Source: an optimization exercise on an open RTL-to-GDS flow (aim: small area and a short achievable clock period). Production flows keep margins and buffers that such runs may drop.
The RTL was checked by simulation tests, not by an equivalence proof against the original design.
Power figures rest on the tool's default switching activity, not on a simulated workload.

==> flow/config.mk <==
export PLATFORM = sky130hd
export DESIGN_NAME = lc3b_decode_exec
export DESIGN_NICKNAME = lc3b_decode_exec
export VERILOG_FILES = /design/flow/design.v
export SDC_FILE = /design/flow/constraint.sdc
export NUM_CORES = 4
export LEC_CHECK = 0
export CAP_MARGIN = 20
export CORE_MARGIN = 2
export CORE_UTILIZATION = 40
export SLEW_MARGIN = 20
==> flow/constraint.sdc <==
create_clock -name core_clock -period 5.0 [get_ports {clk}]
set_input_delay 1.0000 -clock core_clock [delete_from_list [all_inputs] [get_ports {clk}]]
set_output_delay 1.0000 -clock core_clock [all_outputs]
set_load 0.01 [all_outputs]
==> flow/design.v <==
package lc3b_types;
    typedef logic [16-1:0] lc3b_word;
    typedef logic [3-1:0] lc3b_reg;
    typedef enum logic [3:0] {
        op_br   = 4'b0000,
        op_add  = 4'b0001,
        op_ldb  = 4'b0010,
        op_stb  = 4'b0011,
        op_jsr  = 4'b0100,
        op_and  = 4'b0101,
        op_ldr  = 4'b0110,
        op_str  = 4'b0111,
        op_rti  = 4'b1000,
        op_not  = 4'b1001,
        op_ldi  = 4'b1010,
        op_sti  = 4'b1011,
        op_jmp  = 4'b1100,
        op_shf  = 4'b1101,
        op_lea  = 4'b1110,
        op_trap = 4'b1111
    } lc3b_opcode;
    typedef enum logic [2:0] {
        alu_add,
        alu_and,
        alu_not,
        alu_passa,
        alu_passb
    } lc3b_aluop;
    typedef struct packed {
        lc3b_opcode opcode;
        lc3b_aluop  aluop;
        logic       addr1mux_sel;
        logic [1:0] addr2mux_sel;
        logic       addr3mux_sel;
        logic       lshf;
        logic       br_op;
        logic       jsr_op;
        logic       trap_op;
        logic       jmp_op;
        logic       uncond_op;
        logic       sr2mux_sel;
        logic       storemux_sel;
        logic [1:0] wbmux_sel;
        logic       dest_mux_sel;
        logic       load_reg;
        logic       load_cc;
        logic       dcacheR;
        logic       dcacheW;
        logic       dcache_enable;
        logic       d_mem_byte_sel;
        logic       alu_result_mux_sel;
        logic       stb_op;
        logic       ldi_op;
        logic       ldb_op;
        lc3b_word   pc;
    } lc3b_control_word;
    typedef struct packed {
        lc3b_control_word ctrl;
        lc3b_word         ir;
        lc3b_word         sr1_val;
        lc3b_word         sr2_val;
        lc3b_reg          dest;
    } idex_t;
    typedef struct packed {
        logic       reg_we;
        lc3b_reg    dest;
        lc3b_word   value;
        logic [2:0] cc;
        logic       mem_rd;
        logic       mem_wr;
        logic       mem_byte;
        lc3b_word   mem_addr;
        lc3b_word   mem_wdata;
        logic       redirect;
        lc3b_word   target;
    } retire_t;
endpackage
module control_rom
(
    input  lc3b_types::lc3b_opcode        opcode,
    input  logic                          ir11,
    input  logic                          ir5,
    input  lc3b_types::lc3b_word          pc,
    output lc3b_types::lc3b_control_word ctrl
);
    always_comb
    begin
        ctrl.opcode = opcode;
        ctrl.aluop = lc3b_types::alu_passa;
        ctrl.addr1mux_sel = 1'b0;
        ctrl.addr2mux_sel = 2'b00;
        ctrl.addr3mux_sel = 1'b0;
        ctrl.lshf = 1'b0;
        ctrl.br_op = 1'b0;
        ctrl.jsr_op = 1'b0;
        ctrl.trap_op = 1'b0;
        ctrl.jmp_op = 1'b0;
        ctrl.uncond_op = 1'b0;
        ctrl.sr2mux_sel = 1'b0;
        ctrl.storemux_sel = 1'b0;
        ctrl.wbmux_sel = 2'b00;
        ctrl.dest_mux_sel = 1'b0;
        ctrl.load_reg = 1'b0;
        ctrl.load_cc = 1'b0;
        ctrl.dcacheR = 1'b0;
        ctrl.dcacheW = 1'b0;
        ctrl.dcache_enable = 1'b0;
        ctrl.d_mem_byte_sel = 1'b0;
        ctrl.alu_result_mux_sel = 1'b0;
        ctrl.stb_op = 1'b0;
        ctrl.ldi_op = 1'b0;
        ctrl.ldb_op = 1'b0;
        ctrl.pc = pc;
        case (opcode)
            lc3b_types::op_add, lc3b_types::op_and, lc3b_types::op_not:
            begin
                ctrl.aluop = (opcode == lc3b_types::op_add) ? lc3b_types::alu_add :
                             (opcode == lc3b_types::op_and) ? lc3b_types::alu_and : lc3b_types::alu_not;
                ctrl.load_reg = 1'b1;
                ctrl.load_cc = 1'b1;
                ctrl.wbmux_sel = 2'b11;
                ctrl.sr2mux_sel = ir5 && (opcode != lc3b_types::op_not);
            end
            lc3b_types::op_shf:
            begin
                ctrl.alu_result_mux_sel = 1'b1;
                ctrl.load_reg = 1'b1;
                ctrl.load_cc = 1'b1;
                ctrl.wbmux_sel = 2'b11;
            end
            lc3b_types::op_ldr, lc3b_types::op_ldb, lc3b_types::op_ldi:
            begin
                ctrl.addr1mux_sel = 1'b1;
                ctrl.addr2mux_sel = 2'b01;
                ctrl.lshf = (opcode != lc3b_types::op_ldb);
                ctrl.wbmux_sel = 2'b01;
                ctrl.load_reg = 1'b1;
                ctrl.load_cc = 1'b1;
                ctrl.dcacheR = 1'b1;
                ctrl.dcache_enable = 1'b1;
                ctrl.d_mem_byte_sel = (opcode == lc3b_types::op_ldb);
                ctrl.ldb_op = (opcode == lc3b_types::op_ldb);
                ctrl.ldi_op = (opcode == lc3b_types::op_ldi);
            end
            lc3b_types::op_str, lc3b_types::op_stb, lc3b_types::op_sti:
            begin
                ctrl.addr1mux_sel = 1'b1;
                ctrl.addr2mux_sel = 2'b01;
                ctrl.lshf = (opcode != lc3b_types::op_stb);
                ctrl.storemux_sel = 1'b1;
                ctrl.aluop = lc3b_types::alu_passb;
                ctrl.dcacheW = 1'b1;
                ctrl.dcache_enable = 1'b1;
                ctrl.d_mem_byte_sel = (opcode == lc3b_types::op_stb);
                ctrl.stb_op = (opcode == lc3b_types::op_stb);
            end
            lc3b_types::op_br:
            begin
                ctrl.addr2mux_sel = 2'b10;
                ctrl.lshf = 1'b1;
                ctrl.br_op = 1'b1;
            end
            lc3b_types::op_lea:
            begin
                ctrl.addr2mux_sel = 2'b10;
                ctrl.lshf = 1'b1;
                ctrl.load_reg = 1'b1;
                ctrl.load_cc = 1'b1;
            end
            lc3b_types::op_jmp:
            begin
                ctrl.addr1mux_sel = 1'b1;
                ctrl.jmp_op = 1'b1;
                ctrl.uncond_op = 1'b1;
            end
            lc3b_types::op_jsr:
            begin
                ctrl.jsr_op = 1'b1;
                ctrl.uncond_op = 1'b1;
                ctrl.dest_mux_sel = 1'b1;
                ctrl.load_reg = 1'b1;
                ctrl.wbmux_sel = 2'b10;
                if (ir11)
                begin
                    ctrl.addr2mux_sel = 2'b11;
                    ctrl.lshf = 1'b1;
                end
                else
                begin
                    ctrl.addr1mux_sel = 1'b1;
                    ctrl.jmp_op = 1'b1;
                end
            end
            lc3b_types::op_trap:
            begin
                ctrl.trap_op = 1'b1;
                ctrl.addr3mux_sel = 1'b1;
                ctrl.dest_mux_sel = 1'b1;
                ctrl.load_reg = 1'b1;
                ctrl.wbmux_sel = 2'b10;
                ctrl.dcacheR = 1'b1;
                ctrl.dcache_enable = 1'b1;
            end
            default:
            begin
                ctrl = '0;
            end
        endcase
    end
endmodule
module regfile
(
    input  logic                 clk,
    input  logic                 rst_n,
    input  lc3b_types::lc3b_reg  sr1,
    input  lc3b_types::lc3b_reg  sr2,
    output lc3b_types::lc3b_word sr1_out,
    output lc3b_types::lc3b_word sr2_out,
    input  logic                 we,
    input  lc3b_types::lc3b_reg  dest,
    input  lc3b_types::lc3b_word wdata
);
    lc3b_types::lc3b_word regs [8];
    always_ff @(posedge clk or negedge rst_n)
    begin
        if (!rst_n)
        begin
            for (int i = 0; i < 8; i++)
                regs[i] <= '0;
        end
        else if (we)
        begin
            regs[dest] <= wdata;
        end
    end
    assign sr1_out = (we && (dest == sr1)) ? wdata : regs[sr1];
    assign sr2_out = (we && (dest == sr2)) ? wdata : regs[sr2];
endmodule
module stage_reg #(
    parameter int WIDTH = 1
)
(
    input  logic             clk,
    input  logic             rst_n,
    input  logic             in_valid,
    input  logic [WIDTH-1:0] in_data,
    output logic             out_valid,
    output logic [WIDTH-1:0] out_data
);
    always_ff @(posedge clk or negedge rst_n)
    begin
        if (!rst_n)
        begin
            out_valid <= 1'b0;
            out_data <= '0;
        end
        else
        begin
            out_valid <= in_valid;
            if (in_valid)
                out_data <= in_data;
        end
    end
endmodule
module lc3b_alu
(
    input  lc3b_types::lc3b_aluop aluop,
    input  lc3b_types::lc3b_word  a,
    input  lc3b_types::lc3b_word  b,
    input  logic                  shf_en,
    input  logic [1:0]            shf_ctl,
    input  logic [3:0]            shf_amt,
    output lc3b_types::lc3b_word  f
);
    always_comb
    begin
        if (shf_en)
        begin
            if (!shf_ctl[0])
                f = a << shf_amt;
            else if (shf_ctl[1])
                f = lc3b_types::lc3b_word'($signed(a) >>> shf_amt);
            else
                f = a >> shf_amt;
        end
        else
        begin
            case (aluop)
                lc3b_types::alu_add:   f = a + b;
                lc3b_types::alu_and:   f = a & b;
                lc3b_types::alu_not:   f = ~a;
                lc3b_types::alu_passb: f = b;
                default:   f = a;
            endcase
        end
    end
endmodule
module exec_stage
(
    input  logic                   clk,
    input  logic                   rst_n,
    input  logic                   valid,
    input  lc3b_types::idex_t   idex,
    output logic                   rf_we,
    output lc3b_types::lc3b_reg    rf_dest,
    output lc3b_types::lc3b_word   rf_wdata,
    output lc3b_types::retire_t retire_next
);
    lc3b_types::lc3b_control_word ctrl;
    lc3b_types::lc3b_word         ir;
    lc3b_types::lc3b_word         pc_plus2;
    lc3b_types::lc3b_word         alu_b;
    lc3b_types::lc3b_word         alu_f;
    lc3b_types::lc3b_word         base1;
    lc3b_types::lc3b_word         offset;
    lc3b_types::lc3b_word         addr;
    logic [2:0]       cc_q;
    logic [2:0]       cc_new;
    logic             wb_ok;
    logic             cc_load;
    logic             br_match;
    assign ctrl = idex.ctrl;
    assign ir = idex.ir;
    assign pc_plus2 = ctrl.pc + lc3b_types::lc3b_word'(2);
    assign alu_b = ctrl.sr2mux_sel ? {{11{ir[4]}}, ir[4:0]} : idex.sr2_val;
    lc3b_alu alu_i (
        .aluop   (ctrl.aluop),
        .a       (idex.sr1_val),
        .b       (alu_b),
        .shf_en  (ctrl.alu_result_mux_sel),
        .shf_ctl (ir[5:4]),
        .shf_amt (ir[3:0]),
        .f       (alu_f)
    );
    assign base1 = ctrl.addr1mux_sel ? idex.sr1_val : pc_plus2;
    always_comb
    begin
        case (ctrl.addr2mux_sel)
            2'b01:   offset = {{10{ir[5]}}, ir[5:0]};
            2'b10:   offset = {{7{ir[8]}}, ir[8:0]};
            2'b11:   offset = {{5{ir[10]}}, ir[10:0]};
            default: offset = '0;
        endcase
        if (ctrl.lshf)
            offset = offset << 1;
    end
    assign addr = ctrl.addr3mux_sel ? {7'b0, ir[7:0], 1'b0} : base1 + offset;
    assign wb_ok = valid && !ctrl.dcacheR;
    assign rf_we = wb_ok && ctrl.load_reg;
    assign rf_dest = idex.dest;
    always_comb
    begin
        case (ctrl.wbmux_sel)
            2'b11:   rf_wdata = alu_f;
            2'b10:   rf_wdata = pc_plus2;
            default: rf_wdata = addr;
        endcase
    end
    assign cc_load = wb_ok && ctrl.load_cc;
    assign cc_new = {rf_wdata[15], rf_wdata == '0, !rf_wdata[15] && (rf_wdata != '0)};
    always_ff @(posedge clk or negedge rst_n)
    begin
        if (!rst_n)
            cc_q <= 3'b010;
        else if (cc_load)
            cc_q <= cc_new;
    end
    assign br_match = |(ir[11:9] & cc_q);
    always_comb
    begin
        retire_next.reg_we = rf_we;
        retire_next.dest = rf_dest;
        retire_next.value = rf_wdata;
        retire_next.cc = cc_load ? cc_new : cc_q;
        retire_next.mem_rd = valid && ctrl.dcache_enable && ctrl.dcacheR;
        retire_next.mem_wr = valid && ctrl.dcache_enable && ctrl.dcacheW;
        retire_next.mem_byte = valid && ctrl.dcache_enable && ctrl.d_mem_byte_sel;
        retire_next.mem_addr = addr;
        retire_next.mem_wdata = ctrl.stb_op ? {alu_f[7:0], alu_f[7:0]} : alu_f;
        retire_next.redirect = valid && (ctrl.uncond_op || (ctrl.br_op && br_match));
        retire_next.target = addr;
    end
endmodule
module lc3b_decode_exec
(
    input  logic                   clk,
    input  logic                   rst_n,
    input  logic                   instr_valid,
    input  lc3b_types::lc3b_word   instr,
    input  lc3b_types::lc3b_word   pc,
    output logic                   retire_valid,
    output logic                   retire_reg_we,
    output logic [2:0]             retire_dest,
    output logic [15:0]            retire_value,
    output logic [2:0]             retire_cc,
    output logic                   retire_mem_rd,
    output logic                   retire_mem_wr,
    output logic                   retire_mem_byte,
    output logic [15:0]            retire_mem_addr,
    output logic [15:0]            retire_mem_wdata,
    output logic                   retire_redirect,
    output logic [15:0]            retire_target
);
    lc3b_types::lc3b_control_word ctrl;
    lc3b_types::lc3b_reg          sr2_idx;
    lc3b_types::lc3b_reg          dest;
    lc3b_types::lc3b_word         sr1_out;
    lc3b_types::lc3b_word         sr2_out;
    lc3b_types::idex_t            idex_d;
    lc3b_types::idex_t            idex_q;
    logic             idex_valid;
    logic             rf_we;
    lc3b_types::lc3b_reg          rf_dest;
    lc3b_types::lc3b_word         rf_wdata;
    lc3b_types::retire_t          retire_next;
    lc3b_types::retire_t          retire;
    control_rom control_rom_i (
        .opcode (lc3b_types::lc3b_opcode'(instr[15:12])),
        .ir11   (instr[11]),
        .ir5    (instr[5]),
        .pc     (pc),
        .ctrl   (ctrl)
    );
    assign sr2_idx = ctrl.storemux_sel ? instr[11:9] : instr[2:0];
    assign dest = ctrl.dest_mux_sel ? lc3b_types::lc3b_reg'(7) : instr[11:9];
    regfile regfile_i (
        .clk     (clk),
        .rst_n   (rst_n),
        .sr1     (instr[8:6]),
        .sr2     (sr2_idx),
        .sr1_out (sr1_out),
        .sr2_out (sr2_out),
        .we      (rf_we),
        .dest    (rf_dest),
        .wdata   (rf_wdata)
    );
    always_comb
    begin
        idex_d.ctrl = ctrl;
        idex_d.ir = instr;
        idex_d.sr1_val = sr1_out;
        idex_d.sr2_val = sr2_out;
        idex_d.dest = dest;
    end
    stage_reg #(.WIDTH($bits(idex_q))) idex_reg_i (
        .clk       (clk),
        .rst_n     (rst_n),
        .in_valid  (instr_valid),
        .in_data   (idex_d),
        .out_valid (idex_valid),
        .out_data  (idex_q)
    );
    exec_stage exec_stage_i (
        .clk         (clk),
        .rst_n       (rst_n),
        .valid       (idex_valid),
        .idex        (idex_q),
        .rf_we       (rf_we),
        .rf_dest     (rf_dest),
        .rf_wdata    (rf_wdata),
        .retire_next (retire_next)
    );
    stage_reg #(.WIDTH($bits(retire))) retire_reg_i (
        .clk       (clk),
        .rst_n     (rst_n),
        .in_valid  (idex_valid),
        .in_data   (retire_next),
        .out_valid (retire_valid),
        .out_data  (retire)
    );
    assign retire_reg_we = retire.reg_we;
    assign retire_dest = retire.dest;
    assign retire_value = retire.value;
    assign retire_cc = retire.cc;
    assign retire_mem_rd = retire.mem_rd;
    assign retire_mem_wr = retire.mem_wr;
    assign retire_mem_byte = retire.mem_byte;
    assign retire_mem_addr = retire.mem_addr;
    assign retire_mem_wdata = retire.mem_wdata;
    assign retire_redirect = retire.redirect;
    assign retire_target = retire.target;
endmodule
==> flow/run.sh <==
#!/bin/bash
# synth_recipe.tcl (not shown) runs the flow's synth.tcl, then flattens the netlist and writes it again
# the make line also repeats each setting of config.mk as NAME=value (left out here)
make -C /OpenROAD-flow-scripts/flow DESIGN_CONFIG=/design/flow/config.mk WORK_HOME=/design/flow/orfs CLKGATE_MAP_FILE= SYNTH_SCRIPT=/design/flow/synth_recipe.tcl finish
==> results.txt <==
status=no timing/DRC/antenna violations; Root Buffer=clkbuf_16; dominant synthesized flop cell=dfrtp_1; Switch Pwr=~4.6 mW; initial core utilization=0.405; PortBufs=110; sequential area share after synthesis=0.386; Vias/cell=6.07; Synth Net Count=2088; gpl congestion=between 0.9 and 1; total CTS buffers=30; antenna viol nets, final=0; Sw Ratio=0.411; slew margin rel.=0.313; Comb power frac=0.431; routed len/inst=approximately 24 um; # setup viols final=0; ys async rst share=1.00; RSZ-0062 raised after global routing=false; Area contributors post-synth=dfrtp_1, nand2_1, mux2_2; Setup CP Type=reg2reg; First-pass DRT Iterations=5; IR drop worst, VDD=0.000355 V; # Post-CTS Setup Buffers=0; EDFF count, synth=0; Slew Limit Fails=0; DRT Wirelength=~64 mm; Seq pwr share=0.358; critical path capture point type=register; Clock H-tree levels=1; DRC Markers=0; clock network power share=0.211; Final Net Count=~2.1k; Hold Fails Final Rpt=0; Reg clk slew, reported paths=roughly 60 ps; Pwr Density=about 540 nW/um^2; Internal Pwr Total=between 6 and 7 mW; fmax=~230 MHz; worst slew pin tran=roughly 1000 ps; CP max FO=14; final worst setup slack=between 600 and 700 ps; post-layout min period=4310 ps; top-area cell type share of the netlist area=0.385; first-pass GRT wire length=about 100 mm; largest area contributor in the netlist=dfrtp_1; Die ar.=about 46000 um^2; Place WS=745 ps; synth warn=8; Non-Filler Instances=2680; antenna violations before repair=0; CTS tree=yes; Synth-to-Final Area Change=15.6%; mean area per synthesized cell=8.86 um^2; Hold Worst Slack=roughly 380 ps; share of cells above drive strength 1=0.143; hold crit path type=in2async; Mapped Area=approximately 18000 um^2; launch point of the worst path=idex_reg_i.out_data[90]$_DFFE_PN0P_; setup TNS=0 ps; GRT Util Overall=0.272; Yosys reg bits=approximately 280; # clock sinks=276; Cells after Synth=2019; Site Rows=77; post_cts resized=0; Die Ht=approximately 220 um; Arrival @ worst endpoint=roughly 4800 ps; final core utilization=0.468; placed cell count=about 2.6k; number of max-cap violations=0; die width=~220 um; # diodes=0; GRT overflow=0; post-route clock period utilization=0.863; Worst Setup Start Kind=register; Worst Clk Skew=18.0 ps; via count=16.3k; vias in the first global route=15.6k; Synth cell types=81; largest net degree at the start of global routing=93; worst-skew pair later-pin latency=between 500 and 600 ps; I/O pin total=approximately 110; HPWL after DPL=between 40 and 50 mm; r2r startpoint=idex_reg_i.out_data[90]$_DFFE_PN0P_; critical path data required time=about 5500 ps; CTS Buffer Depth=3; CTS Hold Buffers Added=0; Lkg Pwr=a little under 9 nW; core area=approximately 44000 um^2; 1st-iter DRT viols=1740
## final timing paths
check                                                             end  slack [ps]  cells after the start
worst max-delay path            retire_reg_i.out_data[52]$_DFFE_PN0P_         690                     15
worst min-delay path            retire_reg_i.out_data[48]$_DFFE_PN0P_         380                      1
worst max register to register  retire_reg_i.out_data[52]$_DFFE_PN0P_         690                     15
worst min register to register  retire_reg_i.out_data[74]$_DFFE_PN0P_         480                      1
max in group asynchronous            regfile_i.regs[4][5]$_DFFE_PN0P_        3680                      2
min in group core_clock         retire_reg_i.out_data[74]$_DFFE_PN0P_         480                      1
## worst max-delay path: stages (launching register included)
cell       delay [ps]
dfrtp_1           520
nor2_1            450
nor3b_1           120
ha_1              230
inv_1              80
fa_1              180
nor2b_1            70
o2111ai_1         300
nand3_1           160
a221oi_1          480
o21ai_0           270
xor2_1            220
a22oi_1           610
and2_1            230
and4_1            190
o21ai_1            70
## synth_stat cells (all sizes together) (8+ instances only)
master	number
o2bb2ai	8
mux4	41
a22o	12
nor3	29
nand2b	22
buf	47
mux2i	40
a221oi	14
nand4	18
o21a	15
xnor2	25
nor2	116
xor2	13
nor2b	25
and3	11
ha	32
o31ai	11
a211oi	24
nand2	310
dfrtp	275
a22oi	31
a31oi	14
mux2	110
and2	11
inv	76
o211ai	30
o22ai	14
o21ai	226
a21oi	122
clkbuf	122
nand3	43
a21o	20
## through the flow
stage	area [um^2]	total power, mW
after floorplan	17900	6.75
final	20700	11.3
after global routing	20700	11.9
after detailed placement	19600	8.79
after global placement	19600	8.74
after CTS	20700	11.2
## registers in the layout (all words and copies together), names as in the netlist
name and cells:
retire_reg_i.out_valid 1, retire_reg_i.out_data 59, idex_reg_i.out_data 84, exec_stage_i.cc_q 3
regfile_i.regs 128, idex_reg_i.out_valid 1
## cell type report
type                    instances  area [um^2]
repair buffers                182         1670
multi-input cells            1496        10000
clock buffers                  38          841
inverters                      78          293
well taps                     592          741
clock inverters                18          220
flip-flops and latches        276         6910
fillers                      4264        23500
## per-layer routing
| metal | track usage | wire, um |
|---|---|---|
| met2 | 0.436 | 29200 |
| met5 | 0 | 0 |
| met3 | 0.0351 | 4140 |
| met4 | 0.0931 | 2320 |
| met1 | 0.379 | 28000 |
## power groups by stage
stage	Sequential (mW)	Combinational, mW	Clock, mW
global placement	4.00	4.74	0
CTS	3.99	4.80	2.41
finish	4.02	4.85	2.38
global route	4.11	5.27	2.50
detailed placement	4.02	4.77	0
floorplan	3.60	3.15	0
## cell usage in the layout, fill, tap and decap left out, types with 8 or more instances in the layout
cell type        instances
clkdlybuf4s50_1        106
xor2_1                  13
a21o_1                  20
nand4_1                 18
dfrtp_1                273
clkbuf_16               30
a22oi_1                 31
nand2b_1                22
ha_1                    32
o2bb2ai_1                8
xnor2_1                 25
a22o_1                  12
nor2_1                 115
a221oi_1                14
nor3_1                  29
o21a_1                  15
mux2_2                 103
o31ai_1                 11
buf_4                   70
inv_1                   75
o22ai_1                 14
and3_1                  11
a21oi_1                122
mux2i_1                 37
o21ai_0                220
and2_1                  11
nand2_1                310
a211oi_1                24
a31oi_1                 14
nor2b_1                 25
o211ai_1                30
mux4_2                  41
nand3_1                 42
## cell families (layout without fill, tap and decap cells)
kind of cell             after synthesis  in the layout  share of synthesized area
AND/OR/NAND/NOR                      624            624                      0.157
flip-flops                           276            276                      0.386
XOR/XNOR                              38             38                     0.0186
adder cells (fa/ha/maj)               36             36                     0.0257
AO/OA/AOI/OAI                        607            607                      0.212
multiplexers                         191            191                      0.143
buffers and inverters                247            316                     0.0566

[what the ideal ports hide]
The results above use ideal ports. As a check the final layout listed here was re-extracted and re-timed, cells and wires unchanged. Step 1: set_driving_cell puts a clkbuf_16 on clk and a buf_2 on each other input, an assumption about the parent block. Step 2 times the ports against the registers' clock, not the clock port: input delays grow and output delays shrink by t, the midpoint of the rising clock arrivals with the driver on. a / b / c = no drivers / after step 1 / after step 2; a / b = the first two.
t, ns: 0.634
setup slack, ns: 0.686 / 0.686 / 0.661
hold WS [ns]: 0.383 / 0.380 / 0.483
pins driven straight from the clock port: 1
After both steps setup and hold are still met in this run. For this run, drivers alone change the setup slack by 0.000 ns; drivers and shift together by -0.025 ns.
